This is an optimization exercise on Yosys and OpenROAD, whose aim is small area, not a production implementation.
At most, simulation tests tie the RTL to the original design; equivalence was not proved.
No functional check of the RTL was part of run 1.
Power figures rest on the tool's default switching activity, not on a simulated workload.

File: flow/flow/run.sh
#!/bin/bash
# Standard layout, with two changes:
#  - synthesis maps with an area-oriented ABC script (three rounds of
#    choice computation and area-recovering mapping) instead of the
#    delay-oriented default; everything else in synthesis is the standard flow's own
#    script, so the registers and their names are the standard ones;
#  - the smallest buffer on each input and output port.
set -euo pipefail
here=$(pwd)
rm -rf "$here/scripts_abc"
cp -r "$FLOW_HOME/scripts" "$here/scripts_abc"
cp "$here/flow/abc_area3.script" "$here/scripts_abc/abc_speed.script"
export SCRIPTS_DIR="$here/scripts_abc"
export BUFFER_PORTS_ARGS="-buffer_cell sky130_fd_sc_hd__buf_1"
bash standard.sh > standard_flow.log 2>&1
File: flow/flow/abc_area3.script
&get -n
&st
&dch
&nf -R 1000 -p
&st
&dch
&nf -R 1000 -p
&st
&dch
&nf -R 1000 -p
&put
topo
stime -c
File: flow/standard.sh
#!/bin/bash
# synth_recipe.tcl (not shown) runs the flow's synth.tcl, then flattens the netlist and writes it again
# the make line also repeats each setting of config.mk as NAME=value (left out here)
make -C /OpenROAD-flow-scripts/flow DESIGN_CONFIG=/design/flow/config.mk WORK_HOME=/design/flow/orfs CLKGATE_MAP_FILE= SYNTH_SCRIPT=/design/flow/synth_recipe.tcl "${@:-finish}"
File: flow/config.mk
export PLATFORM = sky130hd
export DESIGN_NAME = dma_rd_top
export DESIGN_NICKNAME = dma_rd_top
export VERILOG_FILES = /design/flow/design.v
export SDC_FILE = /design/flow/constraint.sdc
export NUM_CORES = 4
export LEC_CHECK = 0
export CAP_MARGIN = 20
export CORE_MARGIN = 2
export CORE_UTILIZATION = 40
export SLEW_MARGIN = 20
export SYNTH_HIERARCHICAL = 1
File: flow/constraint.sdc
create_clock -name core_clock -period 7.2 [get_ports {clk}]
set_input_delay 1.4400 -clock core_clock [delete_from_list [all_inputs] [get_ports {clk}]]
set_output_delay 1.4400 -clock core_clock [all_outputs]
set_load 0.01 [all_outputs]
File: flow/design.v
module mrd_req_gen #(
  parameter int unsigned CNT_W = 16
) (
  input  logic             clk,
  input  logic             rst_n,
  input  logic             init_i,       
  input  logic [CNT_W-1:0] pkt_total_i,  
  input  logic             mrd_work_i,   
  output logic             req_o,
  output logic [CNT_W-1:0] req_cnt_o
);
  logic [CNT_W-1:0] req_cnt;
  logic [CNT_W-1:0] req_cnt_nxt;
  logic [CNT_W:0]   lt;                  
  logic [CNT_W:0]   pre;                 
  logic             more_left;
  always_comb begin
    lt[0]  = 1'b0;
    pre[0] = 1'b1;
    for (int i = 0; i < CNT_W; i++) begin
      lt[i+1]  = (~req_cnt[i] & pkt_total_i[i]) | (~req_cnt[i] & lt[i]) | (pkt_total_i[i] & lt[i]);
      pre[i+1] = pre[i] & req_cnt[i];
    end
  end
  assign more_left = lt[CNT_W];                     
  assign req_o     = mrd_work_i & more_left;
  always_comb begin
    for (int i = 0; i < CNT_W; i++)
      req_cnt_nxt[i] = ~init_i & (req_cnt[i] ^ (req_o & pre[i]));
  end
  always_ff @(posedge clk or negedge rst_n) begin
    if (!rst_n) req_cnt <= '0;
    else        req_cnt <= req_cnt_nxt;
  end
  assign req_cnt_o = req_cnt;
endmodule
module mrd_throttle #(
  parameter int unsigned CPL_LIMIT = 8,
  parameter int unsigned LEN_W     = 11,
  parameter int unsigned CNT_W     = 16,
  parameter int unsigned DW_W      = 32,
  parameter int unsigned HW_W      = 27
) (
  input  logic             clk,
  input  logic             rst_n,
  input  logic             init_i,
  input  logic             start_i,       
  input  logic [LEN_W-1:0] len_dw_i,      
  input  logic             rcb_128_i,     
  input  logic             metering_i,    
  input  logic [CNT_W-1:0] req_cnt_i,     
  input  logic [DW_W-1:0]  cpl_dw_i,      
  input  logic             bad_i,         
  output logic             mrd_work_o,    
  output logic [CNT_W-1:0] hwm_cnt_o
);
  logic [CNT_W-1:0] hwm_cnt;
  logic [CNT_W-1:0] hwm_cnt_nxt;
  logic [HW_W-1:0]  hwm_lo;               
  logic [HW_W-1:0]  hwm_lo_nxt;
  logic             found_q;
  logic [3:0]       burst_cnt;
  always_comb begin
    if (len_dw_i == LEN_W'(1))
      burst_cnt = 4'(CPL_LIMIT);
    else if (!rcb_128_i) begin
      if (len_dw_i <= LEN_W'(16))      burst_cnt = 4'(CPL_LIMIT / 2);
      else if (len_dw_i <= LEN_W'(64)) burst_cnt = 4'(CPL_LIMIT / 4);
      else                             burst_cnt = 4'(CPL_LIMIT / 8);
    end else begin
      if (len_dw_i <= LEN_W'(32))       burst_cnt = 4'(CPL_LIMIT / 2);
      else if (len_dw_i <= LEN_W'(128)) burst_cnt = 4'(CPL_LIMIT / 4);
      else                              burst_cnt = 4'(CPL_LIMIT / 8);
    end
  end
  logic [CNT_W:0]   ge;                   
  logic [CNT_W:0]   hpre;                 
  logic [CNT_W-1:0] hinc;                 
  always_comb begin
    ge[0]   = 1'b1;
    hpre[0] = 1'b1;
    for (int i = 0; i < CNT_W; i++) begin
      ge[i+1]   = (hwm_cnt[i] & ~req_cnt_i[i]) | (hwm_cnt[i] & ge[i]) | (~req_cnt_i[i] & ge[i]);
      hpre[i+1] = hpre[i] & hwm_cnt[i];
      hinc[i]   = hwm_cnt[i] ^ hpre[i];
    end
  end
  logic [HW_W:0] dge;
  always_comb begin
    dge[0] = 1'b1;
    for (int i = 0; i < HW_W; i++)
      dge[i+1] = (cpl_dw_i[i] & ~hwm_lo[i]) | (cpl_dw_i[i] & dge[i]) | (~hwm_lo[i] & dge[i]);
  end
  logic dw_reached;
  logic zero;
  assign zero = ~|hwm_cnt;
  assign dw_reached = zero ? (&cpl_dw_i) : ((|cpl_dw_i[DW_W-1:HW_W]) | dge[HW_W]);
  always_ff @(posedge clk) begin
    found_q <= (req_cnt_i == hinc) & dw_reached;
  end
  logic mrd_work, cpl_found, load, clr, step;
  assign mrd_work  = start_i & (~metering_i | ge[CNT_W]);
  assign cpl_found = found_q & ~mrd_work;
  assign load      = start_i & zero;
  assign clr       = start_i & ~zero & bad_i;
  assign step      = start_i & ~zero & ~bad_i & cpl_found;
  always_comb begin
    if (init_i | clr)  hwm_cnt_nxt = '0;
    else if (load)     hwm_cnt_nxt = CNT_W'(burst_cnt);
    else if (step)     hwm_cnt_nxt = hinc;
    else               hwm_cnt_nxt = hwm_cnt;
  end
  localparam int unsigned LO = 6;
  logic [LEN_W-1:0] addend;
  logic [LEN_W:0]   c, c0, c1;
  logic [LEN_W-1:0] s0, s1;
  logic             c11;
  logic [HW_W-1:0]  sum;
  logic [HW_W:0]    lpre;
  assign addend = len_dw_i & {LEN_W{step}};
  for (genvar i = 0; i < LO; i++) begin : g_lo
    csa_fa u_fa (.a(hwm_lo[i]), .b(addend[i]), .c(c[i]), .s(sum[i]), .co(c[i+1]));
  end
  for (genvar i = LO; i < LEN_W; i++) begin : g_hi
    csa_fa u_fa0 (.a(hwm_lo[i]), .b(addend[i]), .c(c0[i]), .s(s0[i]), .co(c0[i+1]));
    csa_fa u_fa1 (.a(hwm_lo[i]), .b(addend[i]), .c(c1[i]), .s(s1[i]), .co(c1[i+1]));
  end
  assign c[0]   = 1'b0;
  assign c0[LO] = 1'b0;
  assign c1[LO] = 1'b1;
  always_comb begin
    for (int i = LO; i < LEN_W; i++)
      sum[i] = c[LO] ? s1[i] : s0[i];
    c11 = c[LO] ? c1[LEN_W] : c0[LEN_W];
    for (int i = LEN_W; i < HW_W; i++)
      sum[i] = hwm_lo[i] ^ (c11 & lpre[i]);
  end
  pfx_and #(.N(HW_W - LEN_W)) u_lpre (.x(hwm_lo[HW_W-1:LEN_W]), .p(lpre[HW_W:LEN_W]));
  assign hwm_lo_nxt = load ? HW_W'(len_dw_i) : sum;
  always_ff @(posedge clk or negedge rst_n) begin
    if (!rst_n) begin
      hwm_cnt <= '0;
    end else begin
      hwm_cnt <= hwm_cnt_nxt;
    end
  end
  always_ff @(posedge clk) begin
    hwm_lo <= hwm_lo_nxt;
  end
  assign mrd_work_o = mrd_work;
  assign hwm_cnt_o  = hwm_cnt;
endmodule
module cpl_tracker #(
  parameter int unsigned LEN_W = 11,
  parameter int unsigned CNT_W = 16,
  parameter int unsigned DW_W  = 32
) (
  input  logic             clk,
  input  logic             rst_n,
  input  logic             init_i,
  input  logic [LEN_W-1:0] len_dw_i,       
  input  logic [CNT_W-1:0] pkt_total_i,    
  input  logic             cpl_valid_i,    
  input  logic [LEN_W-1:0] cpl_len_dw_i,   
  input  logic             cpl_poisoned_i, 
  output logic [DW_W-1:0]  cpl_dw_o,       
  output logic             bad_o,          
  output logic             err_o,          
  output logic             done_o          
);
  logic [DW_W-1:0] cpl_dw;
  logic [DW_W-1:0] sum;
  logic            bad_len;
  logic            poison;
  logic            bad_q;
  logic            err_q;
  logic            done_q;
  logic            hit;
  logic [LEN_W:0] gt;                     
  always_comb begin
    gt[0] = 1'b0;
    for (int i = 0; i < LEN_W; i++)
      gt[i+1] = (cpl_len_dw_i[i] & ~len_dw_i[i]) | (cpl_len_dw_i[i] & gt[i]) | (~len_dw_i[i] & gt[i]);
  end
  assign bad_len = cpl_valid_i & (~|cpl_len_dw_i | gt[LEN_W]);
  assign poison  = cpl_valid_i & cpl_poisoned_i;
  localparam int unsigned LO = 6;
  logic [LEN_W-1:0] addend;
  logic [LEN_W:0]   c, c0, c1;
  logic [LEN_W-1:0] s0, s1;
  logic             c11;
  logic [DW_W:0]    pre;
  assign addend = cpl_len_dw_i & {LEN_W{cpl_valid_i}};
  for (genvar i = 0; i < LO; i++) begin : g_lo
    csa_fa u_fa (.a(cpl_dw[i]), .b(addend[i]), .c(c[i]), .s(sum[i]), .co(c[i+1]));
  end
  for (genvar i = LO; i < LEN_W; i++) begin : g_hi
    csa_fa u_fa0 (.a(cpl_dw[i]), .b(addend[i]), .c(c0[i]), .s(s0[i]), .co(c0[i+1]));
    csa_fa u_fa1 (.a(cpl_dw[i]), .b(addend[i]), .c(c1[i]), .s(s1[i]), .co(c1[i+1]));
  end
  assign c[0]  = 1'b0;
  assign c0[LO] = 1'b0;
  assign c1[LO] = 1'b1;
  always_comb begin
    for (int i = LO; i < LEN_W; i++)
      sum[i] = c[LO] ? s1[i] : s0[i];
    c11 = c[LO] ? c1[LEN_W] : c0[LEN_W];
    for (int i = LEN_W; i < DW_W; i++)
      sum[i] = cpl_dw[i] ^ (c11 & pre[i]);
  end
  pfx_and #(.N(DW_W - LEN_W)) u_pre (.x(cpl_dw[DW_W-1:LEN_W]), .p(pre[DW_W:LEN_W]));
  pl_eq u_pl_eq (
    .p  (pkt_total_i),
    .l  (len_dw_i),
    .s  (sum),
    .eq (hit)
  );
  always_ff @(posedge clk) begin
    bad_q <= bad_len | poison;
  end
  always_ff @(posedge clk or negedge rst_n) begin
    if (!rst_n) begin
      cpl_dw <= '0;
      err_q  <= 1'b0;
      done_q <= 1'b0;
    end else begin
      cpl_dw <= sum & {DW_W{~init_i}};
      err_q  <= ~init_i & (err_q | bad_len | poison);
      done_q <= ~init_i & (done_q | (cpl_valid_i & hit));
    end
  end
  assign cpl_dw_o = cpl_dw;
  assign bad_o    = bad_q;
  assign err_o    = err_q;
  assign done_o   = done_q;
endmodule
module pfx_and #(
  parameter int unsigned N = 8
) (
  input  logic [N-1:0] x,
  output logic [N:0]   p
);
  always_comb begin
    p[0] = 1'b1;
    for (int i = 0; i < N; i++)
      p[i+1] = p[i] & x[i];
  end
endmodule
module pl_eq (input [15:0] p, input [10:0] l, input [31:0] s, output eq);
  wire pp1 = ~(p[0] & l[0]);
  wire pp2 = ~(p[0] & l[1]);
  wire pp3 = ~(p[0] & l[2]);
  wire pp4 = ~(p[0] & l[3]);
  wire pp5 = ~(p[0] & l[4]);
  wire pp6 = ~(p[0] & l[5]);
  wire pp7 = ~(p[0] & l[6]);
  wire pp8 = ~(p[0] & l[7]);
  wire pp9 = ~(p[0] & l[8]);
  wire pp10 = ~(p[0] & l[9]);
  wire pp11 = ~(p[0] & l[10]);
  wire pp12 = ~(p[1] & l[0]);
  wire pp13 = ~(p[1] & l[1]);
  wire pp14 = ~(p[1] & l[2]);
  wire pp15 = ~(p[1] & l[3]);
  wire pp16 = ~(p[1] & l[4]);
  wire pp17 = ~(p[1] & l[5]);
  wire pp18 = ~(p[1] & l[6]);
  wire pp19 = ~(p[1] & l[7]);
  wire pp20 = ~(p[1] & l[8]);
  wire pp21 = ~(p[1] & l[9]);
  wire pp22 = ~(p[1] & l[10]);
  wire pp23 = ~(p[2] & l[0]);
  wire pp24 = ~(p[2] & l[1]);
  wire pp25 = ~(p[2] & l[2]);
  wire pp26 = ~(p[2] & l[3]);
  wire pp27 = ~(p[2] & l[4]);
  wire pp28 = ~(p[2] & l[5]);
  wire pp29 = ~(p[2] & l[6]);
  wire pp30 = ~(p[2] & l[7]);
  wire pp31 = ~(p[2] & l[8]);
  wire pp32 = ~(p[2] & l[9]);
  wire pp33 = ~(p[2] & l[10]);
  wire pp34 = ~(p[3] & l[0]);
  wire pp35 = ~(p[3] & l[1]);
  wire pp36 = ~(p[3] & l[2]);
  wire pp37 = ~(p[3] & l[3]);
  wire pp38 = ~(p[3] & l[4]);
  wire pp39 = ~(p[3] & l[5]);
  wire pp40 = ~(p[3] & l[6]);
  wire pp41 = ~(p[3] & l[7]);
  wire pp42 = ~(p[3] & l[8]);
  wire pp43 = ~(p[3] & l[9]);
  wire pp44 = ~(p[3] & l[10]);
  wire pp45 = ~(p[4] & l[0]);
  wire pp46 = ~(p[4] & l[1]);
  wire pp47 = ~(p[4] & l[2]);
  wire pp48 = ~(p[4] & l[3]);
  wire pp49 = ~(p[4] & l[4]);
  wire pp50 = ~(p[4] & l[5]);
  wire pp51 = ~(p[4] & l[6]);
  wire pp52 = ~(p[4] & l[7]);
  wire pp53 = ~(p[4] & l[8]);
  wire pp54 = ~(p[4] & l[9]);
  wire pp55 = ~(p[4] & l[10]);
  wire pp56 = ~(p[5] & l[0]);
  wire pp57 = ~(p[5] & l[1]);
  wire pp58 = ~(p[5] & l[2]);
  wire pp59 = ~(p[5] & l[3]);
  wire pp60 = ~(p[5] & l[4]);
  wire pp61 = ~(p[5] & l[5]);
  wire pp62 = ~(p[5] & l[6]);
  wire pp63 = ~(p[5] & l[7]);
  wire pp64 = ~(p[5] & l[8]);
  wire pp65 = ~(p[5] & l[9]);
  wire pp66 = ~(p[5] & l[10]);
  wire pp67 = ~(p[6] & l[0]);
  wire pp68 = ~(p[6] & l[1]);
  wire pp69 = ~(p[6] & l[2]);
  wire pp70 = ~(p[6] & l[3]);
  wire pp71 = ~(p[6] & l[4]);
  wire pp72 = ~(p[6] & l[5]);
  wire pp73 = ~(p[6] & l[6]);
  wire pp74 = ~(p[6] & l[7]);
  wire pp75 = ~(p[6] & l[8]);
  wire pp76 = ~(p[6] & l[9]);
  wire pp77 = ~(p[6] & l[10]);
  wire pp78 = ~(p[7] & l[0]);
  wire pp79 = ~(p[7] & l[1]);
  wire pp80 = ~(p[7] & l[2]);
  wire pp81 = ~(p[7] & l[3]);
  wire pp82 = ~(p[7] & l[4]);
  wire pp83 = ~(p[7] & l[5]);
  wire pp84 = ~(p[7] & l[6]);
  wire pp85 = ~(p[7] & l[7]);
  wire pp86 = ~(p[7] & l[8]);
  wire pp87 = ~(p[7] & l[9]);
  wire pp88 = ~(p[7] & l[10]);
  wire pp89 = ~(p[8] & l[0]);
  wire pp90 = ~(p[8] & l[1]);
  wire pp91 = ~(p[8] & l[2]);
  wire pp92 = ~(p[8] & l[3]);
  wire pp93 = ~(p[8] & l[4]);
  wire pp94 = ~(p[8] & l[5]);
  wire pp95 = ~(p[8] & l[6]);
  wire pp96 = ~(p[8] & l[7]);
  wire pp97 = ~(p[8] & l[8]);
  wire pp98 = ~(p[8] & l[9]);
  wire pp99 = ~(p[8] & l[10]);
  wire pp100 = ~(p[9] & l[0]);
  wire pp101 = ~(p[9] & l[1]);
  wire pp102 = ~(p[9] & l[2]);
  wire pp103 = ~(p[9] & l[3]);
  wire pp104 = ~(p[9] & l[4]);
  wire pp105 = ~(p[9] & l[5]);
  wire pp106 = ~(p[9] & l[6]);
  wire pp107 = ~(p[9] & l[7]);
  wire pp108 = ~(p[9] & l[8]);
  wire pp109 = ~(p[9] & l[9]);
  wire pp110 = ~(p[9] & l[10]);
  wire pp111 = ~(p[10] & l[0]);
  wire pp112 = ~(p[10] & l[1]);
  wire pp113 = ~(p[10] & l[2]);
  wire pp114 = ~(p[10] & l[3]);
  wire pp115 = ~(p[10] & l[4]);
  wire pp116 = ~(p[10] & l[5]);
  wire pp117 = ~(p[10] & l[6]);
  wire pp118 = ~(p[10] & l[7]);
  wire pp119 = ~(p[10] & l[8]);
  wire pp120 = ~(p[10] & l[9]);
  wire pp121 = ~(p[10] & l[10]);
  wire pp122 = ~(p[11] & l[0]);
  wire pp123 = ~(p[11] & l[1]);
  wire pp124 = ~(p[11] & l[2]);
  wire pp125 = ~(p[11] & l[3]);
  wire pp126 = ~(p[11] & l[4]);
  wire pp127 = ~(p[11] & l[5]);
  wire pp128 = ~(p[11] & l[6]);
  wire pp129 = ~(p[11] & l[7]);
  wire pp130 = ~(p[11] & l[8]);
  wire pp131 = ~(p[11] & l[9]);
  wire pp132 = ~(p[11] & l[10]);
  wire pp133 = ~(p[12] & l[0]);
  wire pp134 = ~(p[12] & l[1]);
  wire pp135 = ~(p[12] & l[2]);
  wire pp136 = ~(p[12] & l[3]);
  wire pp137 = ~(p[12] & l[4]);
  wire pp138 = ~(p[12] & l[5]);
  wire pp139 = ~(p[12] & l[6]);
  wire pp140 = ~(p[12] & l[7]);
  wire pp141 = ~(p[12] & l[8]);
  wire pp142 = ~(p[12] & l[9]);
  wire pp143 = ~(p[12] & l[10]);
  wire pp144 = ~(p[13] & l[0]);
  wire pp145 = ~(p[13] & l[1]);
  wire pp146 = ~(p[13] & l[2]);
  wire pp147 = ~(p[13] & l[3]);
  wire pp148 = ~(p[13] & l[4]);
  wire pp149 = ~(p[13] & l[5]);
  wire pp150 = ~(p[13] & l[6]);
  wire pp151 = ~(p[13] & l[7]);
  wire pp152 = ~(p[13] & l[8]);
  wire pp153 = ~(p[13] & l[9]);
  wire pp154 = ~(p[13] & l[10]);
  wire pp155 = ~(p[14] & l[0]);
  wire pp156 = ~(p[14] & l[1]);
  wire pp157 = ~(p[14] & l[2]);
  wire pp158 = ~(p[14] & l[3]);
  wire pp159 = ~(p[14] & l[4]);
  wire pp160 = ~(p[14] & l[5]);
  wire pp161 = ~(p[14] & l[6]);
  wire pp162 = ~(p[14] & l[7]);
  wire pp163 = ~(p[14] & l[8]);
  wire pp164 = ~(p[14] & l[9]);
  wire pp165 = ~(p[14] & l[10]);
  wire pp166 = ~(p[15] & l[0]);
  wire pp167 = ~(p[15] & l[1]);
  wire pp168 = ~(p[15] & l[2]);
  wire pp169 = ~(p[15] & l[3]);
  wire pp170 = ~(p[15] & l[4]);
  wire pp171 = ~(p[15] & l[5]);
  wire pp172 = ~(p[15] & l[6]);
  wire pp173 = ~(p[15] & l[7]);
  wire pp174 = ~(p[15] & l[8]);
  wire pp175 = ~(p[15] & l[9]);
  wire pp176 = ~(p[15] & l[10]);
  wire s177 = ~(pp10 ^ pp20);
  wire c178 = pp10 | pp20;
  wire s179, c180;
  csa_fa u_s179 (.a(pp11), .b(pp21), .c(pp31), .s(s179), .co(c180));
  wire s181 = ~(pp41 ^ pp51);
  wire c182 = pp41 | pp51;
  wire s183, c184;
  csa_fa u_s183 (.a(pp22), .b(pp32), .c(pp42), .s(s183), .co(c184));
  wire s185, c186;
  csa_fa u_s185 (.a(pp52), .b(pp62), .c(pp72), .s(s185), .co(c186));
  wire s187, c188;
  csa_fa u_s187 (.a(pp33), .b(pp43), .c(pp53), .s(s187), .co(c188));
  wire s189, c190;
  csa_fa u_s189 (.a(pp63), .b(pp73), .c(pp83), .s(s189), .co(c190));
  wire s191, c192;
  csa_fa u_s191 (.a(pp44), .b(pp54), .c(pp64), .s(s191), .co(c192));
  wire s193, c194;
  csa_fa u_s193 (.a(pp74), .b(pp84), .c(pp94), .s(s193), .co(c194));
  wire s195, c196;
  csa_fa u_s195 (.a(pp55), .b(pp65), .c(pp75), .s(s195), .co(c196));
  wire s197, c198;
  csa_fa u_s197 (.a(pp85), .b(pp95), .c(pp105), .s(s197), .co(c198));
  wire s199, c200;
  csa_fa u_s199 (.a(pp66), .b(pp76), .c(pp86), .s(s199), .co(c200));
  wire s201, c202;
  csa_fa u_s201 (.a(pp96), .b(pp106), .c(pp116), .s(s201), .co(c202));
  wire s203, c204;
  csa_fa u_s203 (.a(pp77), .b(pp87), .c(pp97), .s(s203), .co(c204));
  wire s205 = ~(pp107 ^ pp117);
  wire c206 = pp107 | pp117;
  wire s207, c208;
  csa_fa u_s207 (.a(pp88), .b(pp98), .c(pp108), .s(s207), .co(c208));
  wire s209 = ~(pp7 ^ pp17);
  wire c210 = pp7 | pp17;
  wire s211, c212;
  csa_fa u_s211 (.a(pp8), .b(pp18), .c(pp28), .s(s211), .co(c212));
  wire s213 = ~(pp38 ^ pp48);
  wire c214 = pp38 | pp48;
  wire s215, c216;
  csa_fa u_s215 (.a(pp9), .b(pp19), .c(pp29), .s(s215), .co(c216));
  wire s217, c218;
  csa_fa u_s217 (.a(pp39), .b(pp49), .c(pp59), .s(s217), .co(c218));
  wire s219 = ~(pp69 ^ pp79);
  wire c220 = pp69 | pp79;
  wire s221, c222;
  csa_fa u_s221 (.a(s177), .b(pp30), .c(pp40), .s(s221), .co(c222));
  wire s223, c224;
  csa_fa u_s223 (.a(pp50), .b(pp60), .c(pp70), .s(s223), .co(c224));
  wire s225, c226;
  csa_fa u_s225 (.a(pp80), .b(pp90), .c(pp100), .s(s225), .co(c226));
  wire s227, c228;
  csa_fa u_s227 (.a(c178), .b(s179), .c(s181), .s(s227), .co(c228));
  wire s229, c230;
  csa_fa u_s229 (.a(pp61), .b(pp71), .c(pp81), .s(s229), .co(c230));
  wire s231, c232;
  csa_fa u_s231 (.a(pp91), .b(pp101), .c(pp111), .s(s231), .co(c232));
  wire s233, c234;
  csa_fa u_s233 (.a(c180), .b(c182), .c(s183), .s(s233), .co(c234));
  wire s235, c236;
  csa_fa u_s235 (.a(s185), .b(pp82), .c(pp92), .s(s235), .co(c236));
  wire s237, c238;
  csa_fa u_s237 (.a(pp102), .b(pp112), .c(pp122), .s(s237), .co(c238));
  wire s239, c240;
  csa_fa u_s239 (.a(c184), .b(c186), .c(s187), .s(s239), .co(c240));
  wire s241, c242;
  csa_fa u_s241 (.a(s189), .b(pp93), .c(pp103), .s(s241), .co(c242));
  wire s243, c244;
  csa_fa u_s243 (.a(pp113), .b(pp123), .c(pp133), .s(s243), .co(c244));
  wire s245, c246;
  csa_fa u_s245 (.a(c188), .b(c190), .c(s191), .s(s245), .co(c246));
  wire s247, c248;
  csa_fa u_s247 (.a(s193), .b(pp104), .c(pp114), .s(s247), .co(c248));
  wire s249, c250;
  csa_fa u_s249 (.a(pp124), .b(pp134), .c(pp144), .s(s249), .co(c250));
  wire s251, c252;
  csa_fa u_s251 (.a(c192), .b(c194), .c(s195), .s(s251), .co(c252));
  wire s253, c254;
  csa_fa u_s253 (.a(s197), .b(pp115), .c(pp125), .s(s253), .co(c254));
  wire s255, c256;
  csa_fa u_s255 (.a(pp135), .b(pp145), .c(pp155), .s(s255), .co(c256));
  wire s257, c258;
  csa_fa u_s257 (.a(c196), .b(c198), .c(s199), .s(s257), .co(c258));
  wire s259, c260;
  csa_fa u_s259 (.a(s201), .b(pp126), .c(pp136), .s(s259), .co(c260));
  wire s261, c262;
  csa_fa u_s261 (.a(pp146), .b(pp156), .c(pp166), .s(s261), .co(c262));
  wire s263, c264;
  csa_fa u_s263 (.a(c200), .b(c202), .c(s203), .s(s263), .co(c264));
  wire s265, c266;
  csa_fa u_s265 (.a(s205), .b(pp127), .c(pp137), .s(s265), .co(c266));
  wire s267, c268;
  csa_fa u_s267 (.a(pp147), .b(pp157), .c(pp167), .s(s267), .co(c268));
  wire s269, c270;
  csa_fa u_s269 (.a(c204), .b(c206), .c(s207), .s(s269), .co(c270));
  wire s271, c272;
  csa_fa u_s271 (.a(pp118), .b(pp128), .c(pp138), .s(s271), .co(c272));
  wire s273, c274;
  csa_fa u_s273 (.a(pp148), .b(pp158), .c(pp168), .s(s273), .co(c274));
  wire s275, c276;
  csa_fa u_s275 (.a(c208), .b(pp99), .c(pp109), .s(s275), .co(c276));
  wire s277, c278;
  csa_fa u_s277 (.a(pp119), .b(pp129), .c(pp139), .s(s277), .co(c278));
  wire s279, c280;
  csa_fa u_s279 (.a(pp149), .b(pp159), .c(pp169), .s(s279), .co(c280));
  wire s281, c282;
  csa_fa u_s281 (.a(pp110), .b(pp120), .c(pp130), .s(s281), .co(c282));
  wire s283, c284;
  csa_fa u_s283 (.a(pp140), .b(pp150), .c(pp160), .s(s283), .co(c284));
  wire s285, c286;
  csa_fa u_s285 (.a(pp121), .b(pp131), .c(pp141), .s(s285), .co(c286));
  wire s287 = ~(pp5 ^ pp15);
  wire c288 = pp5 | pp15;
  wire s289, c290;
  csa_fa u_s289 (.a(pp6), .b(pp16), .c(pp26), .s(s289), .co(c290));
  wire s291 = ~(pp36 ^ pp46);
  wire c292 = pp36 | pp46;
  wire s293, c294;
  csa_fa u_s293 (.a(s209), .b(pp27), .c(pp37), .s(s293), .co(c294));
  wire s295, c296;
  csa_fa u_s295 (.a(pp47), .b(pp57), .c(pp67), .s(s295), .co(c296));
  wire s297, c298;
  csa_fa u_s297 (.a(c210), .b(s211), .c(s213), .s(s297), .co(c298));
  wire s299, c300;
  csa_fa u_s299 (.a(pp58), .b(pp68), .c(pp78), .s(s299), .co(c300));
  wire s301, c302;
  csa_fa u_s301 (.a(c212), .b(c214), .c(s215), .s(s301), .co(c302));
  wire s303, c304;
  csa_fa u_s303 (.a(s217), .b(s219), .c(pp89), .s(s303), .co(c304));
  wire s305, c306;
  csa_fa u_s305 (.a(c216), .b(c218), .c(c220), .s(s305), .co(c306));
  wire s307, c308;
  csa_fa u_s307 (.a(s221), .b(s223), .c(s225), .s(s307), .co(c308));
  wire s309, c310;
  csa_fa u_s309 (.a(c222), .b(c224), .c(c226), .s(s309), .co(c310));
  wire s311, c312;
  csa_fa u_s311 (.a(s227), .b(s229), .c(s231), .s(s311), .co(c312));
  wire s313, c314;
  csa_fa u_s313 (.a(c228), .b(c230), .c(c232), .s(s313), .co(c314));
  wire s315, c316;
  csa_fa u_s315 (.a(s233), .b(s235), .c(s237), .s(s315), .co(c316));
  wire s317, c318;
  csa_fa u_s317 (.a(c234), .b(c236), .c(c238), .s(s317), .co(c318));
  wire s319, c320;
  csa_fa u_s319 (.a(s239), .b(s241), .c(s243), .s(s319), .co(c320));
  wire s321, c322;
  csa_fa u_s321 (.a(c240), .b(c242), .c(c244), .s(s321), .co(c322));
  wire s323, c324;
  csa_fa u_s323 (.a(s245), .b(s247), .c(s249), .s(s323), .co(c324));
  wire s325, c326;
  csa_fa u_s325 (.a(c246), .b(c248), .c(c250), .s(s325), .co(c326));
  wire s327, c328;
  csa_fa u_s327 (.a(s251), .b(s253), .c(s255), .s(s327), .co(c328));
  wire s329, c330;
  csa_fa u_s329 (.a(c252), .b(c254), .c(c256), .s(s329), .co(c330));
  wire s331, c332;
  csa_fa u_s331 (.a(s257), .b(s259), .c(s261), .s(s331), .co(c332));
  wire s333, c334;
  csa_fa u_s333 (.a(c258), .b(c260), .c(c262), .s(s333), .co(c334));
  wire s335, c336;
  csa_fa u_s335 (.a(s263), .b(s265), .c(s267), .s(s335), .co(c336));
  wire s337, c338;
  csa_fa u_s337 (.a(c264), .b(c266), .c(c268), .s(s337), .co(c338));
  wire s339, c340;
  csa_fa u_s339 (.a(s269), .b(s271), .c(s273), .s(s339), .co(c340));
  wire s341, c342;
  csa_fa u_s341 (.a(c270), .b(c272), .c(c274), .s(s341), .co(c342));
  wire s343, c344;
  csa_fa u_s343 (.a(s275), .b(s277), .c(s279), .s(s343), .co(c344));
  wire s345, c346;
  csa_fa u_s345 (.a(c276), .b(c278), .c(c280), .s(s345), .co(c346));
  wire s347, c348;
  csa_fa u_s347 (.a(s281), .b(s283), .c(pp170), .s(s347), .co(c348));
  wire s349, c350;
  csa_fa u_s349 (.a(c282), .b(c284), .c(s285), .s(s349), .co(c350));
  wire s351, c352;
  csa_fa u_s351 (.a(pp151), .b(pp161), .c(pp171), .s(s351), .co(c352));
  wire s353, c354;
  csa_fa u_s353 (.a(c286), .b(pp132), .c(pp142), .s(s353), .co(c354));
  wire s355, c356;
  csa_fa u_s355 (.a(pp152), .b(pp162), .c(pp172), .s(s355), .co(c356));
  wire s357, c358;
  csa_fa u_s357 (.a(pp143), .b(pp153), .c(pp163), .s(s357), .co(c358));
  wire s359 = ~(pp4 ^ pp14);
  wire c360 = pp4 | pp14;
  wire s361, c362;
  csa_fa u_s361 (.a(s287), .b(pp25), .c(pp35), .s(s361), .co(c362));
  wire s363, c364;
  csa_fa u_s363 (.a(c288), .b(s289), .c(s291), .s(s363), .co(c364));
  wire s365, c366;
  csa_fa u_s365 (.a(c290), .b(c292), .c(s293), .s(s365), .co(c366));
  wire s367, c368;
  csa_fa u_s367 (.a(c294), .b(c296), .c(s297), .s(s367), .co(c368));
  wire s369, c370;
  csa_fa u_s369 (.a(c298), .b(c300), .c(s301), .s(s369), .co(c370));
  wire s371, c372;
  csa_fa u_s371 (.a(c302), .b(c304), .c(s305), .s(s371), .co(c372));
  wire s373, c374;
  csa_fa u_s373 (.a(c306), .b(c308), .c(s309), .s(s373), .co(c374));
  wire s375, c376;
  csa_fa u_s375 (.a(c310), .b(c312), .c(s313), .s(s375), .co(c376));
  wire s377, c378;
  csa_fa u_s377 (.a(c314), .b(c316), .c(s317), .s(s377), .co(c378));
  wire s379, c380;
  csa_fa u_s379 (.a(c318), .b(c320), .c(s321), .s(s379), .co(c380));
  wire s381, c382;
  csa_fa u_s381 (.a(c322), .b(c324), .c(s325), .s(s381), .co(c382));
  wire s383, c384;
  csa_fa u_s383 (.a(c326), .b(c328), .c(s329), .s(s383), .co(c384));
  wire s385, c386;
  csa_fa u_s385 (.a(c330), .b(c332), .c(s333), .s(s385), .co(c386));
  wire s387, c388;
  csa_fa u_s387 (.a(c334), .b(c336), .c(s337), .s(s387), .co(c388));
  wire s389, c390;
  csa_fa u_s389 (.a(c338), .b(c340), .c(s341), .s(s389), .co(c390));
  wire s391, c392;
  csa_fa u_s391 (.a(c342), .b(c344), .c(s345), .s(s391), .co(c392));
  wire s393, c394;
  csa_fa u_s393 (.a(c346), .b(c348), .c(s349), .s(s393), .co(c394));
  wire s395, c396;
  csa_fa u_s395 (.a(c350), .b(c352), .c(s353), .s(s395), .co(c396));
  wire s397, c398;
  csa_fa u_s397 (.a(c354), .b(c356), .c(s357), .s(s397), .co(c398));
  wire s399, c400;
  csa_fa u_s399 (.a(c358), .b(pp154), .c(pp164), .s(s399), .co(c400));
  wire s401 = ~(pp3 ^ pp13);
  wire c402 = pp3 | pp13;
  wire s403, c404;
  csa_fa u_s403 (.a(s359), .b(pp24), .c(pp34), .s(s403), .co(c404));
  wire s405, c406;
  csa_fa u_s405 (.a(c360), .b(s361), .c(pp45), .s(s405), .co(c406));
  wire s407, c408;
  csa_fa u_s407 (.a(c362), .b(s363), .c(pp56), .s(s407), .co(c408));
  wire s409, c410;
  csa_fa u_s409 (.a(c364), .b(s365), .c(s295), .s(s409), .co(c410));
  wire s411, c412;
  csa_fa u_s411 (.a(c366), .b(s367), .c(s299), .s(s411), .co(c412));
  wire s413, c414;
  csa_fa u_s413 (.a(c368), .b(s369), .c(s303), .s(s413), .co(c414));
  wire s415, c416;
  csa_fa u_s415 (.a(c370), .b(s371), .c(s307), .s(s415), .co(c416));
  wire s417, c418;
  csa_fa u_s417 (.a(c372), .b(s373), .c(s311), .s(s417), .co(c418));
  wire s419, c420;
  csa_fa u_s419 (.a(c374), .b(s375), .c(s315), .s(s419), .co(c420));
  wire s421, c422;
  csa_fa u_s421 (.a(c376), .b(s377), .c(s319), .s(s421), .co(c422));
  wire s423, c424;
  csa_fa u_s423 (.a(c378), .b(s379), .c(s323), .s(s423), .co(c424));
  wire s425, c426;
  csa_fa u_s425 (.a(c380), .b(s381), .c(s327), .s(s425), .co(c426));
  wire s427, c428;
  csa_fa u_s427 (.a(c382), .b(s383), .c(s331), .s(s427), .co(c428));
  wire s429, c430;
  csa_fa u_s429 (.a(c384), .b(s385), .c(s335), .s(s429), .co(c430));
  wire s431, c432;
  csa_fa u_s431 (.a(c386), .b(s387), .c(s339), .s(s431), .co(c432));
  wire s433, c434;
  csa_fa u_s433 (.a(c388), .b(s389), .c(s343), .s(s433), .co(c434));
  wire s435, c436;
  csa_fa u_s435 (.a(c390), .b(s391), .c(s347), .s(s435), .co(c436));
  wire s437, c438;
  csa_fa u_s437 (.a(c392), .b(s393), .c(s351), .s(s437), .co(c438));
  wire s439, c440;
  csa_fa u_s439 (.a(c394), .b(s395), .c(s355), .s(s439), .co(c440));
  wire s441, c442;
  csa_fa u_s441 (.a(c396), .b(s397), .c(pp173), .s(s441), .co(c442));
  wire s443, c444;
  csa_fa u_s443 (.a(c398), .b(s399), .c(pp174), .s(s443), .co(c444));
  wire s445, c446;
  csa_fa u_s445 (.a(c400), .b(pp165), .c(pp175), .s(s445), .co(c446));
  wire x447, y448;
  csa_fa u_x447 (.a(pp1), .b(1'b1), .c(s[0]), .s(x447), .co(y448));
  wire k449 = ~x447;
  wire x450, y451;
  csa_fa u_x450 (.a(pp2), .b(pp12), .c(s[1]), .s(x450), .co(y451));
  wire k452 = x450 ^ y448;
  wire x453, y454;
  csa_fa u_x453 (.a(s401), .b(pp23), .c(s[2]), .s(x453), .co(y454));
  wire k455 = x453 ^ y451;
  wire x456, y457;
  csa_fa u_x456 (.a(c402), .b(s403), .c(s[3]), .s(x456), .co(y457));
  wire k458 = x456 ^ y454;
  wire x459, y460;
  csa_fa u_x459 (.a(c404), .b(s405), .c(s[4]), .s(x459), .co(y460));
  wire k461 = x459 ^ y457;
  wire x462, y463;
  csa_fa u_x462 (.a(c406), .b(s407), .c(s[5]), .s(x462), .co(y463));
  wire k464 = x462 ^ y460;
  wire x465, y466;
  csa_fa u_x465 (.a(c408), .b(s409), .c(s[6]), .s(x465), .co(y466));
  wire k467 = x465 ^ y463;
  wire x468, y469;
  csa_fa u_x468 (.a(c410), .b(s411), .c(s[7]), .s(x468), .co(y469));
  wire k470 = x468 ^ y466;
  wire x471, y472;
  csa_fa u_x471 (.a(c412), .b(s413), .c(s[8]), .s(x471), .co(y472));
  wire k473 = x471 ^ y469;
  wire x474, y475;
  csa_fa u_x474 (.a(c414), .b(s415), .c(s[9]), .s(x474), .co(y475));
  wire k476 = x474 ^ y472;
  wire x477, y478;
  csa_fa u_x477 (.a(c416), .b(s417), .c(s[10]), .s(x477), .co(y478));
  wire k479 = x477 ^ y475;
  wire x480, y481;
  csa_fa u_x480 (.a(c418), .b(s419), .c(s[11]), .s(x480), .co(y481));
  wire k482 = x480 ^ y478;
  wire x483, y484;
  csa_fa u_x483 (.a(c420), .b(s421), .c(s[12]), .s(x483), .co(y484));
  wire k485 = x483 ^ y481;
  wire x486, y487;
  csa_fa u_x486 (.a(c422), .b(s423), .c(s[13]), .s(x486), .co(y487));
  wire k488 = x486 ^ y484;
  wire x489, y490;
  csa_fa u_x489 (.a(c424), .b(s425), .c(s[14]), .s(x489), .co(y490));
  wire k491 = x489 ^ y487;
  wire x492, y493;
  csa_fa u_x492 (.a(c426), .b(s427), .c(s[15]), .s(x492), .co(y493));
  wire k494 = x492 ^ y490;
  wire x495, y496;
  csa_fa u_x495 (.a(c428), .b(s429), .c(s[16]), .s(x495), .co(y496));
  wire k497 = x495 ^ y493;
  wire x498, y499;
  csa_fa u_x498 (.a(c430), .b(s431), .c(s[17]), .s(x498), .co(y499));
  wire k500 = x498 ^ y496;
  wire x501, y502;
  csa_fa u_x501 (.a(c432), .b(s433), .c(s[18]), .s(x501), .co(y502));
  wire k503 = x501 ^ y499;
  wire x504, y505;
  csa_fa u_x504 (.a(c434), .b(s435), .c(s[19]), .s(x504), .co(y505));
  wire k506 = x504 ^ y502;
  wire x507, y508;
  csa_fa u_x507 (.a(c436), .b(s437), .c(s[20]), .s(x507), .co(y508));
  wire k509 = x507 ^ y505;
  wire x510, y511;
  csa_fa u_x510 (.a(c438), .b(s439), .c(s[21]), .s(x510), .co(y511));
  wire k512 = x510 ^ y508;
  wire x513, y514;
  csa_fa u_x513 (.a(c440), .b(s441), .c(s[22]), .s(x513), .co(y514));
  wire k515 = x513 ^ y511;
  wire x516, y517;
  csa_fa u_x516 (.a(c442), .b(s443), .c(s[23]), .s(x516), .co(y517));
  wire k518 = x516 ^ y514;
  wire x519, y520;
  csa_fa u_x519 (.a(c444), .b(s445), .c(s[24]), .s(x519), .co(y520));
  wire k521 = x519 ^ y517;
  wire x522, y523;
  csa_fa u_x522 (.a(c446), .b(pp176), .c(s[25]), .s(x522), .co(y523));
  wire k524 = x522 ^ y520;
  wire x525, y526;
  csa_fa u_x525 (.a(1'b1), .b(1'b1), .c(s[26]), .s(x525), .co(y526));
  wire k527 = x525 ^ y523;
  wire x528, y529;
  csa_fa u_x528 (.a(1'b1), .b(1'b1), .c(s[27]), .s(x528), .co(y529));
  wire k530 = x528 ^ y526;
  wire x531, y532;
  csa_fa u_x531 (.a(1'b1), .b(1'b1), .c(s[28]), .s(x531), .co(y532));
  wire k533 = x531 ^ y529;
  wire x534, y535;
  csa_fa u_x534 (.a(1'b1), .b(1'b1), .c(s[29]), .s(x534), .co(y535));
  wire k536 = x534 ^ y532;
  wire x537, y538;
  csa_fa u_x537 (.a(1'b1), .b(1'b1), .c(s[30]), .s(x537), .co(y538));
  wire k539 = x537 ^ y535;
  wire x540, y541;
  csa_fa u_x540 (.a(1'b1), .b(1'b1), .c(s[31]), .s(x540), .co(y541));
  wire k542 = x540 ^ y538;
  assign eq = k449 & k452 & k455 & k458 & k461 & k464 & k467 & k470 & k473 & k476 & k479 & k482 & k485 & k488 & k491 & k494 & k497 & k500 & k503 & k506 & k509 & k512 & k515 & k518 & k521 & k524 & k527 & k530 & k533 & k536 & k539 & k542;
endmodule
module csa_fa (input a, input b, input c, output s, output co);
  assign s  = a ^ b ^ c;
  assign co = (a & b) | (c & (a ^ b));
endmodule
module dma_rd_top (
  input  logic        clk,
  input  logic        rst_n,
  input  logic        init_i,
  input  logic        start_i,
  input  logic [10:0] cfg_len_dw_i,      
  input  logic [15:0] cfg_pkt_total_i,   
  input  logic        cfg_rcb_128_i,     
  input  logic        cfg_metering_i,    
  input  logic        cpl_valid_i,       
  input  logic [10:0] cpl_len_dw_i,      
  input  logic        cpl_poisoned_i,    
  output logic        req_o,
  output logic [15:0] req_cnt_o,
  output logic [31:0] cpl_dw_o,
  output logic [15:0] hwm_cnt_o,
  output logic        done_o,
  output logic        err_o
);
  logic        mrd_work;
  logic [15:0] req_cnt;
  logic [31:0] cpl_dw;
  logic        bad;
  mrd_req_gen #(
    .CNT_W (16)
  ) u_req_gen (
    .clk         (clk),
    .rst_n       (rst_n),
    .init_i      (init_i),
    .pkt_total_i (cfg_pkt_total_i),
    .mrd_work_i  (mrd_work),
    .req_o       (req_o),
    .req_cnt_o   (req_cnt)
  );
  mrd_throttle u_throttle (
    .clk         (clk),
    .rst_n       (rst_n),
    .init_i      (init_i),
    .start_i     (start_i),
    .len_dw_i    (cfg_len_dw_i),
    .rcb_128_i   (cfg_rcb_128_i),
    .metering_i  (cfg_metering_i),
    .req_cnt_i   (req_cnt),
    .cpl_dw_i    (cpl_dw),
    .bad_i       (bad),
    .mrd_work_o  (mrd_work),
    .hwm_cnt_o   (hwm_cnt_o)
  );
  cpl_tracker u_cpl_tracker (
    .clk            (clk),
    .rst_n          (rst_n),
    .init_i         (init_i),
    .len_dw_i       (cfg_len_dw_i),
    .pkt_total_i    (cfg_pkt_total_i),
    .cpl_valid_i    (cpl_valid_i),
    .cpl_len_dw_i   (cpl_len_dw_i),
    .cpl_poisoned_i (cpl_poisoned_i),
    .cpl_dw_o       (cpl_dw),
    .bad_o          (bad),
    .err_o          (err_o),
    .done_o         (done_o)
  );
  assign req_cnt_o = req_cnt;
  assign cpl_dw_o  = cpl_dw;
endmodule
==> impl_results.md, run 1 <==
- Rows: ~60
- Met2 wire len: between 15000 and 20000 um
- Initial antenna violation count: 0
- Starting Density: 40.9%
- Hold_sp: u_cpl_tracker.err_q
- Worst Path Required: around 7.5 ns
- Crit path kind: primary input to flip-flop
- P&R area growth vs syn: 13.8%
- Hold Crit Endpoint: u_cpl_tracker.err_q
- Cells after Synth: 1124
- CP cell instances: buf_1 > clkinv_1 > nor2_1 > fa_1 > fa_1 > fa_1 > fa_1 > fa_1 > fa_1 > mux2_1 > buf_4 > nand2_1 > xnor2_1 > fa_1 > nand2_1 > o21ai_0 > a221oi_1 > nand3_1 > nor4_1 > nand4_1 > nor4_1 > a21oi_1 > nor2_1
- Setup TNS: 0 ns
- Final ANT Viol Nets: 0
- Die W: 168 um
- I/O Buffers: 112
- Die height: 168 um
- Detailed-route via count: 8855
- Number of clock sinks: 95
- Met3 wire len: 1640 um
- # IOs: 113
- Worst setup SP type: primary input
- Max-Cap Viols: 0
- RR Startpoint: u_throttle.hwm_cnt[0]
- Final total power: 3.06 mW
- Met1 WL: 13700 um
- Residual DRC: 0
- Hold WC Path Type: flip-flop to flip-flop
- Layout Cells excl Fill: 1633
- Final setup fails: 0
- ANT cells: 0
- Static Leak: 4.75 nW
- Clock Tree Root: clkbuf_16
- CTS Buf Count: 9
- Final Hold Slack: around 0.5 ns
- Htree depth: 3
- Layout cells sized above 1: 4.24%
- Max Used Layer: met4
- Placed Cells: 1618
- F_max: ~150 MHz
- Core Region: 26200 um2
- Slew @ Worst Pin: approximately 0.91 ns
- First-iteration detailed-routing DRC count: 472
- Status: no timing/DRC/antenna violations
- Pins over their slew limit: 0
- Final Cycle Share: 92.6%
- Routability cong.: ~0.9
- PostCTS Resize Cnt: 0
- Grt ovf: 0
- Largest stage delay on the critical path: 0.51 ns
- Hold-critical path depth: 2
- Synthesized area: approximately 11000 um2
- Synthesis Warnings: 11
- Fill count: 2549
- Clk latency of the worst-skew pair: 0.35 ns
- R2R Setup Slk: 0.55 ns
- Gr usage total: 23.7%
- CP arrival: 6.95 ns
- Hold Vio Cnt, Final: 0
- Synth Area per Inst: 9.53 um2
- Number of global-route vias before repair: 9278
- Placed cell area: 11900 um2
- RSZ-0062 raised after global routing: no
- Detailed Place HPWL: 25800 um
- Vias per cell: 5.42
- Most used cell, CP: fa_1
- Max IR drop VDD: 111 uV
- Clk_skew: 0.00555 ns
- Routed WL per cell: 19.3 um
- CTS tree: built
- # hold bufs at CTS: 0
- Post-CTS setup buffers: 0
- Slowest stage cell on the critical path: fa_1
- Max-slew headroom: between 30% and 40%
- FF-to-FF path depth: 27
- DRT Pass-1 Iters: 6
- Die area: around 28000 um2
- CTS Buffer Depth: 2
- Fin area: 12200 um2
- Layout Nets: approximately 1600
- FF-to-FF End: u_throttle.hwm_lo[20]
- Final wirelength: 31500 um
- Period minus WS final: ~6.7 ns
- Power Density: 251 nW/um2
- Max Fanout on Critical Path: 8
- Pin count of the biggest net entering global routing: 67
- Clock slew at reported path FFs: 0.07 ns
- First-pass GRT wire length: between 50000 and 60000 um
- CP Capture Type: flip-flop
worst max-delay path by stage:
stage | endpoint | cells after the start | startpoint
3_3_place_gp | u_cpl_tracker.done_q | 22 | cpl_len_dw_i[0]
6_report | u_cpl_tracker.done_q | 23 | cpl_valid_i
3_5_place_dp | u_cpl_tracker.done_q | 23 | cpl_valid_i
2_1_floorplan | u_cpl_tracker.done_q | 20 | cpl_valid_i
5_1_grt | u_throttle.hwm_lo[20] | 27 | u_throttle.hwm_cnt[0]
4_1_cts | u_throttle.hwm_lo[20] | 27 | u_throttle.hwm_cnt[0]
registers in the layout, indices dropped and copies added, names as in the netlist:
signal and cells:
u_cpl_tracker.err_q 1, u_cpl_tracker.bad_q 1, u_throttle.hwm_lo 27, u_throttle.found_q 1, u_throttle.hwm_cnt 16, u_req_gen.req_cnt 16
u_cpl_tracker.done_q 1, u_cpl_tracker.cpl_dw 32
power breakdown:
group	internal (mW)	switching, mW	total, mW	leakage, nW
logic	0.794	1.01	1.80	3.45
registers	0.598	0.105	0.703	1.14
clock network	0.327	0.225	0.552	0.161
total	1.72	1.34	3.06	4.75
layout make-up:
class	count	area, um2	area share (%)
multi-input combinational	937	8120	66.6
clock buffer	10	250	2.05
timing repair buffer	149	701	5.75
tap	335	419	3.44
clock inverter	5	85.1	0.698
sequential	95	2230	18.3
inverter	102	383	3.14
critical path: cells and delay by family:
family | cells | cell delay [ns]
compound gates | 3 | 0.49
mux | 1 | 0.44
xor+xnor | 1 | 0.15
fa+ha+maj | 7 | 2.95
simple gates | 8 | 1.13
buf+inv | 3 | 0.35
metal layers:
metal,global-route usage (%),vias to the layer above
met5,0,-
met4,4.42,0
met3,3.45,26
met2,41.7,255
met1,31.4,4491
li1,-,4083
stage by stage:
step / worst slack, ns / utilization (%)
after floorplan: 0.668 / -
final: 0.532 / 46.5
after CTS: 0.557 / 46.5
after detailed placement: 0.208 / 45.2
after global placement: 0.310 / 45.2
after global routing: 0.110 / 46.5
cell usage in the layout, fill, tap and decap left out, drive strengths merged, types with 4 or more instances in the layout:
cell / n
xnor2: 40
ha: 27
nand4: 15
o22ai: 34
nor2b: 45
xor2: 15
dfrtp: 66
conb: 21
nor3: 23
a21oi: 30
nor4: 13
a222oi: 6
and2: 50
a221oi: 9
and3: 24
o221ai: 7
mux2i: 6
a22oi: 16
mux2: 7
nor2: 59
dfxtp: 29
clkbuf: 11
o21a: 9
fa: 189
nand2: 229
buf: 148
o21ai: 21
a211oi: 7
a31oi: 4
clkinv: 102
==> run 2: changes to the inputs <==
--- a/flow/design.v
+++ b/flow/design.v
@@ -57,4 +57,5 @@
   logic [CNT_W-1:0] hwm_cnt;
   logic [CNT_W-1:0] hwm_cnt_nxt;
+  logic             hwm_fin;              
   logic [HW_W-1:0]  hwm_lo;               
   logic [HW_W-1:0]  hwm_lo_nxt;
@@ -93,13 +94,12 @@
   end
   logic dw_reached;
-  logic zero;
-  assign zero = ~|hwm_cnt;
-  assign dw_reached = zero ? (&cpl_dw_i) : ((|cpl_dw_i[DW_W-1:HW_W]) | dge[HW_W]);
+  assign dw_reached = hwm_fin ? ((|cpl_dw_i[DW_W-1:HW_W]) | dge[HW_W]) : (&cpl_dw_i);
   always_ff @(posedge clk) begin
     found_q <= (req_cnt_i == hinc) & dw_reached;
   end
-  logic mrd_work, cpl_found, load, clr, step;
+  logic mrd_work, cpl_found, zero, load, clr, step;
   assign mrd_work  = start_i & (~metering_i | ge[CNT_W]);
   assign cpl_found = found_q & ~mrd_work;
+  assign zero      = ~|hwm_cnt;
   assign load      = start_i & zero;
   assign clr       = start_i & ~zero & bad_i;
@@ -133,14 +133,18 @@
       sum[i] = c[LO] ? s1[i] : s0[i];
     c11 = c[LO] ? c1[LEN_W] : c0[LEN_W];
-    for (int i = LEN_W; i < HW_W; i++)
-      sum[i] = hwm_lo[i] ^ (c11 & lpre[i]);
+    lpre[LEN_W] = 1'b1;
+    for (int i = LEN_W; i < HW_W; i++) begin
+      sum[i]    = hwm_lo[i] ^ (c11 & lpre[i]);
+      lpre[i+1] = lpre[i] & hwm_lo[i];
+    end
   end
-  pfx_and #(.N(HW_W - LEN_W)) u_lpre (.x(hwm_lo[HW_W-1:LEN_W]), .p(lpre[HW_W:LEN_W]));
   assign hwm_lo_nxt = load ? HW_W'(len_dw_i) : sum;
   always_ff @(posedge clk or negedge rst_n) begin
     if (!rst_n) begin
       hwm_cnt <= '0;
+      hwm_fin <= 1'b0;
     end else begin
       hwm_cnt <= hwm_cnt_nxt;
+      hwm_fin <= ~init_i & ~clr & (load | hwm_fin);
     end
   end
@@ -206,8 +210,10 @@
       sum[i] = c[LO] ? s1[i] : s0[i];
     c11 = c[LO] ? c1[LEN_W] : c0[LEN_W];
-    for (int i = LEN_W; i < DW_W; i++)
-      sum[i] = cpl_dw[i] ^ (c11 & pre[i]);
+    pre[LEN_W] = 1'b1;
+    for (int i = LEN_W; i < DW_W; i++) begin
+      sum[i]   = cpl_dw[i] ^ (c11 & pre[i]);
+      pre[i+1] = pre[i] & cpl_dw[i];
+    end
   end
-  pfx_and #(.N(DW_W - LEN_W)) u_pre (.x(cpl_dw[DW_W-1:LEN_W]), .p(pre[DW_W:LEN_W]));
   pl_eq u_pl_eq (
     .p  (pkt_total_i),
@@ -235,16 +241,4 @@
   assign done_o   = done_q;
 endmodule
-module pfx_and #(
-  parameter int unsigned N = 8
-) (
-  input  logic [N-1:0] x,
-  output logic [N:0]   p
-);
-  always_comb begin
-    p[0] = 1'b1;
-    for (int i = 0; i < N; i++)
-      p[i+1] = p[i] & x[i];
-  end
-endmodule
 module pl_eq (input [15:0] p, input [10:0] l, input [31:0] s, output eq);
   wire pp1 = ~(p[0] & l[0]);
==> flow/flow/run.sh (replaced) <==
#!/bin/bash
# Standard layout, with the smallest buffer on each input and output port.
set -euo pipefail
export BUFFER_PORTS_ARGS="-buffer_cell sky130_fd_sc_hd__buf_1"
bash standard.sh > standard_flow.log 2>&1
removed: flow/flow/abc_area3.script
==> run 2 against run 1 <==
Net effect:
- still clean
- register-to-register slack better by 0.05 ns
- design area up 3.8%
- synthesized cell count rose by 6.0%
- worst setup slack gained 0.070 ns
- maximum frequency increased by 1.1%
- area after synthesis up 6.9%
- die area up 6.7%
- routed wire length grew 5.4%
- via count increased by 2.7%
- cell count rose by 3.4%
- critical endpoint is now u_throttle.hwm_lo[23]
- highest routed layer unchanged
==> impl_results.md, run 2 <==
- Layout cells sized above 1: 5.65% (was 4.24%)
- Status: no timing/DRC/antenna violations (unchanged)
- Number of global-route vias before repair: 9382 (was 9278)
- Power Density: 235 nW/um2 (was 251 nW/um2)
- Most used cell, CP: fa_1 (unchanged)
- Vias per cell: 5.38 (was 5.42)
- Delay-heaviest family, CP: adder cells (unchanged)
- Routability cong.: 0.880 (was 0.927)
- Clock Tree Root: clkbuf_16 (unchanged)
- Static Leak: 5.03 nW (was 4.75 nW)
- CTS tree: built (unchanged)
- Clk latency of the worst-skew pair: 0.37 ns (was 0.35 ns)
- Die W: 173 um (was 168 um)
- Synth Area per Inst: 9.60 um2 (was 9.53 um2)
- Largest stage delay on the critical path: 0.46 ns (was 0.51 ns)
- Largest register FFs: 32 (unchanged)
- Die area: 30000 um2 (was 28100 um2)
- Fill count: 2739 (was 2549)
- Detailed-route via count: 9090 (was 8855)
- Seq cells post-synth: 96
- Starting Density: 40.9% (about the same)
- Crit path kind: flip-flop to flip-flop (was primary input to flip-flop)
- Rows: 61 (was 59)
- CP bufs+invs: 1 (was 3)
- CP cell instances: inv_1 > ha_1 > maj3_1 > a211oi_1 > o21a_1 > a211oi_1 > nor3_2 > o21ai_2 > and2_1 > fa_1 > fa_1 > fa_1 > fa_1 > fa_1 > fa_2 > mux2_2 > and4_1 > and3_1 > and3_1 > nand3_1 > nor2_1 > nand3_1 > xnor2_1 > nor2_1 (was buf_1 > clkinv_1 > nor2_1 > fa_1 > fa_1 > fa_1 > fa_1 > fa_1 > fa_1 > mux2_1 > buf_4 > nand2_1 > xnor2_1 > fa_1 > nand2_1 > o21ai_0 > a221oi_1 > nand3_1 > nor4_1 > nand4_1 > nor4_1 > a21oi_1 > nor2_1)
- Clock slew at reported path FFs: 0.09 ns (was 0.07 ns)
- CP arrival: 6.85 ns (was 6.95 ns)
- CTS Buffer Depth: 2 (unchanged)
- Clk_skew: 0.0153 ns (was 0.00555 ns)
- Max-Cap Viols: 0 (unchanged)
- Max Fanout on Critical Path: 6 (was 8)
- Cells after Synth: 1192 (was 1124)
- EDFF count, synth: 0
- RSZ-0062 raised after global routing: no (unchanged)
- Pin count of the biggest net entering global routing: 68 (was 67)
- Final Cycle Share: 91.6% (was 92.6%)
- Async set-reset flop share out of synthesis: 69.8%
- Cell taking the most area after synthesis: fa_1
- DRT Pass-1 Iters: 5 (was 6)
- Number of clock sinks: 96 (was 95)
- Most frequent cells after synthesis: nand2_1, fa_1, inv_1
- Initial antenna violation count: 1 (was 0)
- Detailed Place HPWL: 26200 um (was 25800 um)
- P&R area growth vs syn: 10.6% (was 13.8%)
- First-iteration detailed-routing DRC count: 589 (was 472)
- Ys flop type: dfrtp_1
- FF-to-FF End: u_throttle.hwm_lo[23] (was u_throttle.hwm_lo[20])
- Final wirelength: 33200 um (was 31500 um)
- F_max: 152 MHz (was 150 MHz)
- Max IR drop VDD: 140 uV (was 111 uV)
- Top cells by area, synth: fa_1, dfrtp_1, nand2_1
- Commonest non-fill, non-tap cells in the layout: nand2_1, fa_1, buf_1, inv_1 (was nand2_1, fa_1, buf_1, clkinv_1, dfrtp_1)
- Fin area: 12700 um2 (was 12200 um2)
- Grt ovf: 0 (unchanged)
- Routed WL per cell: 19.7 um (was 19.3 um)
- Top cell type's share of synthesized area: 33.0%
- CTS Buf Count: 9 (unchanged)
- Placed cell area: 12400 um2 (was 11900 um2)
- Core Region: 28000 um2 (was 26200 um2)
- Hold WC Path Type: flip-flop to flip-flop (unchanged)
- Synthesized area: 11400 um2 (was 10700 um2)
- RR Startpoint: u_throttle.hwm_cnt[0] (unchanged)
- Hold_sp: u_throttle.hwm_lo[24] (was u_cpl_tracker.err_q)
- Worst setup SP type: flip-flop (was primary input)
- Gr usage total: 22.6% (was 23.7%)
- Final setup fails: 0 (unchanged)
- Final total power: 2.97 mW (was 3.06 mW)
- CP Capture Type: flip-flop (unchanged)
- Residual DRC: 0 (unchanged)
- FF-to-FF path depth: 24 (was 27)
- Max-slew headroom: 25.4% (was 39.4%)
- Hold Crit Endpoint: u_throttle.hwm_lo[24] (was u_cpl_tracker.err_q)
- Synth cell types: between 70 and 80
- Post-synthesis sequential area ratio: 19.7%
- Slew @ Worst Pin: 1.12 ns (was 0.909 ns)
- Pins over their slew limit: 0 (unchanged)
- Biggest register: u_cpl_tracker.cpl_dw (unchanged)
- I/O Buffers: 112 (unchanged)
- Most used standard cell by instance count after synthesis: nand2_1
- Worst Path Required: 7.45 ns (was 7.48 ns)
- # IOs: 113 (unchanged)
- Period minus WS final: 6.60 ns (was 6.67 ns)
- Critical path launch point: u_throttle.hwm_cnt[0] (was cpl_valid_i)
- Setup TNS: 0 ns (unchanged)
- First-pass GRT wire length: 52900 um (was 51800 um)
- Die height: 173 um (was 168 um)
- Htree depth: 3 (unchanged)
- Slowest stage cell on the critical path: fa_2 (was fa_1)
- Layout Nets: 1568 (was 1556)
- Synthesis Warnings: 9 (was 11)
- Hold Vio Cnt, Final: 0 (unchanged)
- Commonest non-fill, non-tap cell in the layout: nand2_1 (unchanged)
- Largest registers: u_cpl_tracker.cpl_dw x32, u_throttle.hwm_lo x27 (unchanged)
- Hold-critical path depth: 2 (unchanged)
- Final ANT Viol Nets: 0 (unchanged)
- CP Depth: 24 (was 23)
- R2R Setup Slk: 0.60 ns (was 0.55 ns)
-- run 2: kinds of logic after synthesis --
logic type / count (synthesis) / share of synthesized area (%)
compound gates: 108 / 6.77
buf+inv: 140 / 4.82
other cells: 5 / 0.164
simple gates: 495 / 21.7
xor+xnor: 85 / 6.50
fa+ha+maj: 233 / 37.6
flops: 96 / 19.7
mux: 30 / 2.81
-- run 2: worst max path at each step --
| stage | endpoint | slack (ns) |
|---|---|---|
| 2_1_floorplan | u_throttle.hwm_lo[26] | 0.76 |
| 3_3_place_gp | u_cpl_tracker.done_q | 0.37 |
| 3_5_place_dp | u_cpl_tracker.done_q | 0.24 |
| 4_1_cts | u_throttle.hwm_lo[23] | 0.30 |
| 5_1_grt | u_throttle.hwm_lo[26] | 0.12 |
| 6_report | u_throttle.hwm_lo[23] | 0.60 |
-- run 2: timing repair --
item                                    in CTS  in global routing
endpoints found under the setup margin       0                  6
hold buffers                                 0                  0
setup buffers                                0                  0
gates resized for setup                      0                  2
-- run 2: layer usage --
| metal | track usage (%) | wire length, um | vias to the layer above |
|---|---|---|---|
| met5 | 0 | 0 | - |
| met2 | 35.7 | 15300 | 287 |
| met1 | 31.8 | 15100 | 4658 |
| li1 | - | - | 4102 |
| met4 | 7.73 | 937 | 0 |
| met3 | 3.56 | 1920 | 43 |
-- run 2: worst reg2reg max path: cells and delay by family, from the launching register on --
family | cells | cell delay (ns)
AOI/OAI and AO/OA | 4 | 0.65
DFF | 1 | 0.42
muxes | 1 | 0.29
xor gates and xnor gates | 1 | 0.16
buffers and inverters | 1 | 0.10
adders and majority gates | 8 | 3.07
and+or+nand+nor | 9 | 1.79
-- run 2: report_power, final --
group / total (mW) / switching (mW) / leakage [nW] / internal [mW]
registers: 0.697 / 0.100 / 1.16 / 0.597
logic: 1.79 / 0.961 / 3.75 / 0.828
clock network: 0.489 / 0.249 / 0.125 / 0.240
total: 2.97 / 1.31 / 5.03 / 1.67
-- run 2: layout make-up --
cell class / count / area, um2 / area share [%]
sequential: 96 / 2260 / 17.8
clock buffer: 10 / 229 / 1.81
antenna: 2 / 5.00 / 0.0395
clock inverter: 6 / 52.6 / 0.415
tap: 378 / 473 / 3.74
timing repair buffer: 134 / 588 / 4.65
multi-input combinational: 970 / 8710 / 68.8
inverter: 93 / 349 / 2.76
-- run 2: through the flow --
step / hold WS (ns) / setup slack (ns) / utilization, % / instances
detailed placement: 0.475 / 0.244 / 44.1 / 1671
finish: 0.484 / 0.602 / 45.2 / 1689
global placement: 0.462 / 0.374 / 44.1 / 1671
global route: 0.512 / 0.117 / 45.2 / 1687
CTS: 0.486 / 0.303 / 45.2 / 1687
floorplan: 0.450 / 0.758 / - / 1206
-- run 2: modules after synthesis, one instance, submodules excluded, a selection --
module,cells,times used
mrd_throttle,406,1
pl_eq,278,1
cpl_tracker,194,1
csa_fa,1,189

[re-timing with driven ports]
Ports are ideal in the flow. The routed layouts listed here were re-timed in OpenROAD.
Step 1: set_driving_cell puts a clkbuf_16 on clk and a buf_2 on each other input, an assumption about the parent block.
Step 2 times the ports against the registers' clock, not the clock port: input delays grow and output delays shrink by t, the midpoint of the rising clock arrivals with the driver on.
a / b / c = no drivers / after step 1 / after step 2; a / b = the first two.
| run | shift t [ns] | setup slack, ns | worst hold slack (ns) |
|---|---|---|---|
| run 1 | 0.392 | 0.532 / 0.548 / 0.157 | 0.494 / 0.494 / 0.494 |
| run 2 | 0.406 | 0.602 / 0.602 / 0.266 | 0.484 / 0.484 / 0.484 |
After both steps every run listed still meets setup and hold. For run 1, which loses most, drivers alone change the setup slack by +0.016 ns; drivers and shift together by -0.375 ns.
